This is an optimization exercise on Yosys and OpenROAD, whose aim is small area and a short achievable clock period, not a production implementation.
Only simulation tests tie the RTL to the original design; equivalence was not proved.
No activity file was given, so power comes from the tool's default toggle rates.

==> build 83 <==
==> flow/design.v <==
`default_nettype none
package fb_pkg;
  localparam int h_res = 16;
  localparam int v_res = 12;
  localparam int fb_depth = h_res * v_res;
  localparam int color_bits = 12;
  localparam int z_bits = 4;
  localparam int pixel_bits = color_bits + z_bits;
  typedef logic [$clog2(h_res)-1:0] col_t;
  typedef logic [$clog2(v_res)-1:0] row_t;
  typedef logic [$clog2(fb_depth)-1:0] fb_addr_t;
  typedef logic [pixel_bits-1:0] pixel_t;
  typedef logic bank_t;
  typedef enum logic [1:0] {
    start_frame  = 2'b00,
    wait_req_low = 2'b01,
    wait_finish  = 2'b11,
    wait_swap    = 2'b10
  } swap_state_t;
  typedef struct packed {
    logic   cyc;
    logic   stb;
    logic   we;
    row_t   row;
    col_t   col;
    pixel_t wdata;
  } raster_wb_req_t;
  typedef struct packed {
    logic   ack;
    pixel_t rdata;
  } raster_wb_rsp_t;
  typedef struct packed {
    row_t row;
    col_t col;
  } disp_req_t;
  typedef struct packed {
    logic pools_empty;
    logic draw_start;
    logic draw_done;
    logic frame_req;
  } frame_evt_t;
  typedef struct packed {
    logic     en;
    fb_addr_t addr;
    pixel_t   data;
  } bank_wr_t;
  function automatic fb_addr_t lin_addr(input row_t row, input col_t col);
    lin_addr = {row, col};
  endfunction
endpackage
`default_nettype wire
`default_nettype none
module fb_aoi3 (
  input  logic d0,
  input  logic d1,
  input  logic d2,
  input  logic s0,
  input  logic s1,
  input  logic s2,
  output logic y_n
);
  assign y_n = ~((d0 & s0) | (d1 & s1) | (d2 & s2));
endmodule
`default_nettype wire
`default_nettype none
module fb_swap_ctrl (
  input  logic               clk,
  input  logic               rst_n,
  input  fb_pkg::frame_evt_t frame_evt,
  output logic               new_frame,
  output fb_pkg::bank_t      draw_bank,
  output fb_pkg::bank_t      draw_bank_nxt
);
  fb_pkg::swap_state_t state;
  logic        start_latch;
  logic        finish_latch;
  logic        start_clr;
  logic        finish_clr;
  always_ff @(posedge clk) begin
    if (!rst_n) begin
      start_latch <= 1'b0;
    end else if (start_clr) begin
      start_latch <= 1'b0;
    end else if (new_frame && frame_evt.draw_start) begin
      start_latch <= 1'b1;
    end
  end
  always_ff @(posedge clk) begin
    if (!rst_n) begin
      finish_latch <= 1'b0;
    end else if (finish_clr) begin
      finish_latch <= 1'b0;
    end else if (frame_evt.pools_empty && frame_evt.draw_done) begin
      finish_latch <= 1'b1;
    end
  end
  always_comb begin
    if (!rst_n)
      draw_bank_nxt = 1'b0;
    else if (state == fb_pkg::wait_swap && frame_evt.frame_req)
      draw_bank_nxt = ~draw_bank;
    else
      draw_bank_nxt = draw_bank;
  end
  always_ff @(posedge clk) begin
    draw_bank <= draw_bank_nxt;
  end
  always_ff @(posedge clk) begin
    if (!rst_n) begin
      state      <= fb_pkg::start_frame;
      new_frame  <= 1'b0;
      start_clr  <= 1'b0;
      finish_clr <= 1'b0;
    end else begin
      new_frame  <= 1'b0;
      start_clr  <= 1'b0;
      finish_clr <= 1'b0;
      case (state)
        fb_pkg::start_frame: begin
          new_frame  <= 1'b1;
          finish_clr <= 1'b1;
          if (start_latch) begin
            state <= fb_pkg::wait_req_low;
          end
        end
        fb_pkg::wait_req_low: begin
          if (!frame_evt.frame_req) begin
            state <= fb_pkg::wait_finish;
          end
        end
        fb_pkg::wait_finish: begin
          if (finish_latch) begin
            start_clr <= 1'b1;
            state     <= fb_pkg::wait_swap;
          end
        end
        fb_pkg::wait_swap: begin
          if (frame_evt.frame_req) begin
            state <= fb_pkg::start_frame;
          end
        end
        default: begin
          state <= fb_pkg::start_frame;
        end
      endcase
    end
  end
endmodule
`default_nettype wire
`default_nettype none
module fb_top (
  input  logic        clk,
  input  logic        rst_n,
  input  logic        raster_cyc,
  input  logic        raster_stb,
  input  logic        raster_we,
  input  logic [3:0]  raster_row,
  input  logic [3:0]  raster_col,
  input  logic [15:0] raster_wdata,
  output logic        raster_ack,
  output logic [15:0] raster_rdata,
  input  logic [3:0]  disp_row,
  input  logic [3:0]  disp_col,
  output logic [15:0] disp_pixel,
  input  logic        evt_pools_empty,
  input  logic        evt_draw_start,
  input  logic        evt_draw_done,
  input  logic        evt_frame_req,
  output logic        new_frame,
  output logic        draw_bank
);
  localparam int ROWS = 12;
  localparam int COLS = 16;
  localparam int DEPTH = ROWS * COLS;
  localparam int NG = DEPTH / 3;
  fb_pkg::frame_evt_t frame_evt;
  assign frame_evt.pools_empty = evt_pools_empty;
  assign frame_evt.draw_start  = evt_draw_start;
  assign frame_evt.draw_done   = evt_draw_done;
  assign frame_evt.frame_req   = evt_frame_req;
  logic draw_bank_nxt;
  fb_swap_ctrl swap_ctrl_i (
    .clk           (clk),
    .rst_n         (rst_n),
    .frame_evt     (frame_evt),
    .new_frame     (new_frame),
    .draw_bank     (draw_bank),
    .draw_bank_nxt (draw_bank_nxt)
  );
  logic is_draw0, is_draw1;
  always_ff @(posedge clk) begin
    is_draw0 <= ~draw_bank_nxt;
    is_draw1 <= draw_bank_nxt;
  end
  logic ack_q;
  logic acc;
  assign acc = rst_n && raster_cyc && raster_stb && !ack_q;
  always_ff @(posedge clk) begin
    if (!rst_n) ack_q <= 1'b0;
    else        ack_q <= acc;
  end
  assign raster_ack = ack_q;
  logic [ROWS-1:0] r_row1h;
  logic [COLS-1:0] r_col1h;
  always_comb begin
    for (int r = 0; r < ROWS; r++) r_row1h[r] = (raster_row == 4'(r));
    for (int c = 0; c < COLS; c++) r_col1h[c] = (raster_col == 4'(c));
  end
  logic [ROWS-1:0] d_row [2];
  logic [COLS-1:0] d_col [2];
  always_ff @(posedge clk) begin
    for (int r = 0; r < ROWS; r++) begin
      d_row[0][r] <= (disp_row == 4'(r)) &&  draw_bank_nxt;
      d_row[1][r] <= (disp_row == 4'(r)) && !draw_bank_nxt;
    end
    for (int c = 0; c < COLS; c++) begin
      d_col[0][c] <= (disp_col == 4'(c)) &&  draw_bank_nxt;
      d_col[1][c] <= (disp_col == 4'(c)) && !draw_bank_nxt;
    end
  end
  logic [ROWS-1:0] rowsel [2];
  logic [COLS-1:0] colsel [2];
  assign rowsel[0] = (r_row1h & {ROWS{is_draw0}}) | d_row[0];
  assign colsel[0] = (r_col1h & {COLS{is_draw0}}) | d_col[0];
  assign rowsel[1] = (r_row1h & {ROWS{is_draw1}}) | d_row[1];
  assign colsel[1] = (r_col1h & {COLS{is_draw1}}) | d_col[1];
  logic [15:0] mem [2][DEPTH];
  logic        wr_go;
  logic [1:0]  wr_bank;
  assign wr_go   = acc && raster_we;
  assign wr_bank = {wr_go && is_draw1, wr_go && is_draw0};
  for (genvar b = 0; b < 2; b++) begin : g_bank
    for (genvar w = 0; w < DEPTH; w++) begin : g_word
      always_ff @(posedge clk) begin
        if (wr_bank[b] && r_row1h[w / COLS] && r_col1h[w % COLS])
          mem[b][w] <= raster_wdata;
      end
    end
  end
  logic [DEPTH-1:0] wsel [2];
  always_comb begin
    for (int b = 0; b < 2; b++)
      for (int w = 0; w < DEPTH; w++)
        wsel[b][w] = rowsel[b][w / COLS] & colsel[b][w % COLS];
  end
  localparam int NP = 4;
  localparam int GP = NG / NP;
  logic [NP-1:0] part_n [2][16];
  for (genvar b = 0; b < 2; b++) begin : g_rd
    for (genvar k = 0; k < 16; k++) begin : g_bit
      logic [NG-1:0] grp_n;
      for (genvar g = 0; g < NG; g++) begin : g_grp
        fb_aoi3 aoi_i (
          .d0  (mem[b][3*g][k]),
          .d1  (mem[b][3*g+1][k]),
          .d2  (mem[b][3*g+2][k]),
          .s0  (wsel[b][3*g]),
          .s1  (wsel[b][3*g+1]),
          .s2  (wsel[b][3*g+2]),
          .y_n (grp_n[g])
        );
      end
      for (genvar p = 0; p < NP; p++) begin : g_part
        assign part_n[b][k][p] = &grp_n[GP*p +: GP];
      end
    end
  end
  logic [NP-1:0] rpart_n [16];
  logic [NP-1:0] dpart_n [16];
  always_ff @(posedge clk) begin
    for (int k = 0; k < 16; k++) begin
      rpart_n[k] <= is_draw1 ? part_n[1][k] : part_n[0][k];
      dpart_n[k] <= is_draw1 ? part_n[0][k] : part_n[1][k];
    end
  end
  always_comb begin
    for (int k = 0; k < 16; k++) begin
      raster_rdata[k] = ~&rpart_n[k];
      disp_pixel[k]   = ~&dpart_n[k];
    end
  end
endmodule
`default_nettype wire
==> flow/run.sh <==
#!/bin/bash
# synth_recipe.tcl (not shown) runs the flow's synth.tcl, then flattens the netlist and writes it again
# the make line also repeats each setting of config.mk as NAME=value (left out here)
make -C /OpenROAD-flow-scripts/flow DESIGN_CONFIG=/design/flow/config.mk WORK_HOME=/design/flow/orfs CLKGATE_MAP_FILE= SYNTH_SCRIPT=/design/flow/synth_recipe.tcl finish
==> flow/config.mk <==
export PLATFORM = sky130hd
export DESIGN_NAME = fb_top
export DESIGN_NICKNAME = fb_top
export VERILOG_FILES = /design/flow/design.v
export SDC_FILE = /design/flow/constraint.sdc
export NUM_CORES = 4
export LEC_CHECK = 0
export CAP_MARGIN = 20
export CORE_MARGIN = 2
export CORE_UTILIZATION = 55
export CTS_CLUSTER_DIAMETER = 80
export CTS_CLUSTER_SIZE = 30
export SETUP_SLACK_MARGIN = 3.0
export SLEW_MARGIN = 20
export SYNTH_HIERARCHICAL = 1
export TNS_END_PERCENT = 5
==> flow/constraint.sdc <==
create_clock -name core_clock -period 6.5 [get_ports {clk}]
set_input_delay 1.3000 -clock core_clock [delete_from_list [all_inputs] [get_ports {clk}]]
set_output_delay 1.3000 -clock core_clock [all_outputs]
set_load 0.01 [all_outputs]
==> build 39: changes against build 83 <==
--- a/flow/design.v
+++ b/flow/design.v
@@ -145,6 +145,15 @@
       endcase
     end
   end
+endmodule
+`default_nettype wire
+`default_nettype none
+module fb_bank_flop (
+  input  logic clk,
+  input  logic d,
+  output logic q
+);
+  always_ff @(posedge clk) q <= d;
 endmodule
 `default_nettype wire
 `default_nettype none
@@ -187,11 +196,16 @@
     .draw_bank     (draw_bank),
     .draw_bank_nxt (draw_bank_nxt)
   );
-  logic is_draw0, is_draw1;
-  always_ff @(posedge clk) begin
-    is_draw0 <= ~draw_bank_nxt;
-    is_draw1 <= draw_bank_nxt;
-  end
+  logic is_draw0_row, is_draw0_col, is_draw1_row, is_draw1_col;
+  logic is_draw0_wr, is_draw1_wr, is_draw1_rp, is_draw1_dp;
+  fb_bank_flop db0_row_i (.clk(clk), .d(~draw_bank_nxt), .q(is_draw0_row));
+  fb_bank_flop db0_col_i (.clk(clk), .d(~draw_bank_nxt), .q(is_draw0_col));
+  fb_bank_flop db1_row_i (.clk(clk), .d( draw_bank_nxt), .q(is_draw1_row));
+  fb_bank_flop db1_col_i (.clk(clk), .d( draw_bank_nxt), .q(is_draw1_col));
+  fb_bank_flop db0_wr_i  (.clk(clk), .d(~draw_bank_nxt), .q(is_draw0_wr));
+  fb_bank_flop db1_wr_i  (.clk(clk), .d( draw_bank_nxt), .q(is_draw1_wr));
+  fb_bank_flop db1_rp_i  (.clk(clk), .d( draw_bank_nxt), .q(is_draw1_rp));
+  fb_bank_flop db1_dp_i  (.clk(clk), .d( draw_bank_nxt), .q(is_draw1_dp));
   logic ack_q;
   logic acc;
   assign acc = rst_n && raster_cyc && raster_stb && !ack_q;
@@ -220,15 +234,15 @@
   end
   logic [ROWS-1:0] rowsel [2];
   logic [COLS-1:0] colsel [2];
-  assign rowsel[0] = (r_row1h & {ROWS{is_draw0}}) | d_row[0];
-  assign colsel[0] = (r_col1h & {COLS{is_draw0}}) | d_col[0];
-  assign rowsel[1] = (r_row1h & {ROWS{is_draw1}}) | d_row[1];
-  assign colsel[1] = (r_col1h & {COLS{is_draw1}}) | d_col[1];
+  assign rowsel[0] = (r_row1h & {ROWS{is_draw0_row}}) | d_row[0];
+  assign colsel[0] = (r_col1h & {COLS{is_draw0_col}}) | d_col[0];
+  assign rowsel[1] = (r_row1h & {ROWS{is_draw1_row}}) | d_row[1];
+  assign colsel[1] = (r_col1h & {COLS{is_draw1_col}}) | d_col[1];
   logic [15:0] mem [2][DEPTH];
   logic        wr_go;
   logic [1:0]  wr_bank;
   assign wr_go   = acc && raster_we;
-  assign wr_bank = {wr_go && is_draw1, wr_go && is_draw0};
+  assign wr_bank = {wr_go && is_draw1_wr, wr_go && is_draw0_wr};
   for (genvar b = 0; b < 2; b++) begin : g_bank
     for (genvar w = 0; w < DEPTH; w++) begin : g_word
       always_ff @(posedge clk) begin
@@ -269,8 +283,8 @@
   logic [NP-1:0] dpart_n [16];
   always_ff @(posedge clk) begin
     for (int k = 0; k < 16; k++) begin
-      rpart_n[k] <= is_draw1 ? part_n[1][k] : part_n[0][k];
-      dpart_n[k] <= is_draw1 ? part_n[0][k] : part_n[1][k];
+      rpart_n[k] <= is_draw1_rp ? part_n[1][k] : part_n[0][k];
+      dpart_n[k] <= is_draw1_dp ? part_n[0][k] : part_n[1][k];
     end
   end
   always_comb begin
--- a/flow/config.mk
+++ b/flow/config.mk
@@ -5,12 +5,12 @@
 export SDC_FILE = /design/flow/constraint.sdc
 export NUM_CORES = 4
 export LEC_CHECK = 0
-export CAP_MARGIN = 20
+export CAP_MARGIN = 40
 export CORE_MARGIN = 2
 export CORE_UTILIZATION = 55
 export CTS_CLUSTER_DIAMETER = 80
 export CTS_CLUSTER_SIZE = 30
 export SETUP_SLACK_MARGIN = 3.0
-export SLEW_MARGIN = 20
+export SLEW_MARGIN = 40
 export SYNTH_HIERARCHICAL = 1
 export TNS_END_PERCENT = 5
==> comparison table <==
|  | build 83 | build 39 |
|---|---|---|
| Result of the run | finished clean | finished clean |
| Critical-path top delay cell | sky130_fd_sc_hd__a222oi_1 | sky130_fd_sc_hd__nand4_1 |
| Register fraction of the total cell area | 0.769 | 0.766 |
| Clock Buffer Count | 350 | 370 |
| Count of cell types in the netlist | 34 | 41 |
| R2R Path End | rpart_n[4][0] | dpart_n[15][3] |
| Minimum setup slack among reg-to-reg paths | 2.86 ns | 2.85 ns |
| Number of vias after detailed routing | 124,000 | 125,000 |
| Standard cell core area | 397,000 um2 | 399,000 um2 |
| Sort of element at the end of the critical path | flop | primary output |
| Tmin final | 3.72 ns | 3.79 ns |
| Final instance area | 245,000 um2 | 246,000 um2 |
| Met3 WL | 82.7 mm | 87.0 mm |
| Total of warnings raised by yosys | 26 | 27 |
| Launching instance or port of the critical path | raster_col[1] | rpart_n[2][0] |
| Clock Sink Count | 6,338 | 6,344 |
| Flop and latch count out of synthesis | 6,338 | 6,344 |
| Crit path buf inv count | 6 | 1 |
| Internal power | 52,700 uW | 52,700 uW |

-- afterwards: timing with drivers on the ports --
The results above use ideal ports. As a check the final layouts listed here were re-extracted and re-timed, cells and wires unchanged. Step 1 sets driving cells, clkbuf_16 on the clock port and buf_2 on the other inputs (assumed; they add their load-dependent delay and slew). Step 2 adds t to the input delays and takes it off the output delays; t is the mean of the earliest and latest rising clock arrival at the registers after step 1. Input paths then give back, and output paths get back, about the clock's delay inside the block. Slacks: ideal / step 1 / step 2; pairs: ideal / step 1.
run	shift t [ns]	setup slack, ns	worst setup path after step 2	worst data-port slew with drivers (ns)
build 83	1.149	2.778 / 2.687 / 1.631	input to register	0.19
build 39	1.126	2.709 / 2.597 / 1.606	input to register	0.20
After both steps every run listed still meets setup and hold. For build 83, which loses most, drivers alone change the setup slack by -0.091 ns; drivers and shift together by -1.147 ns.
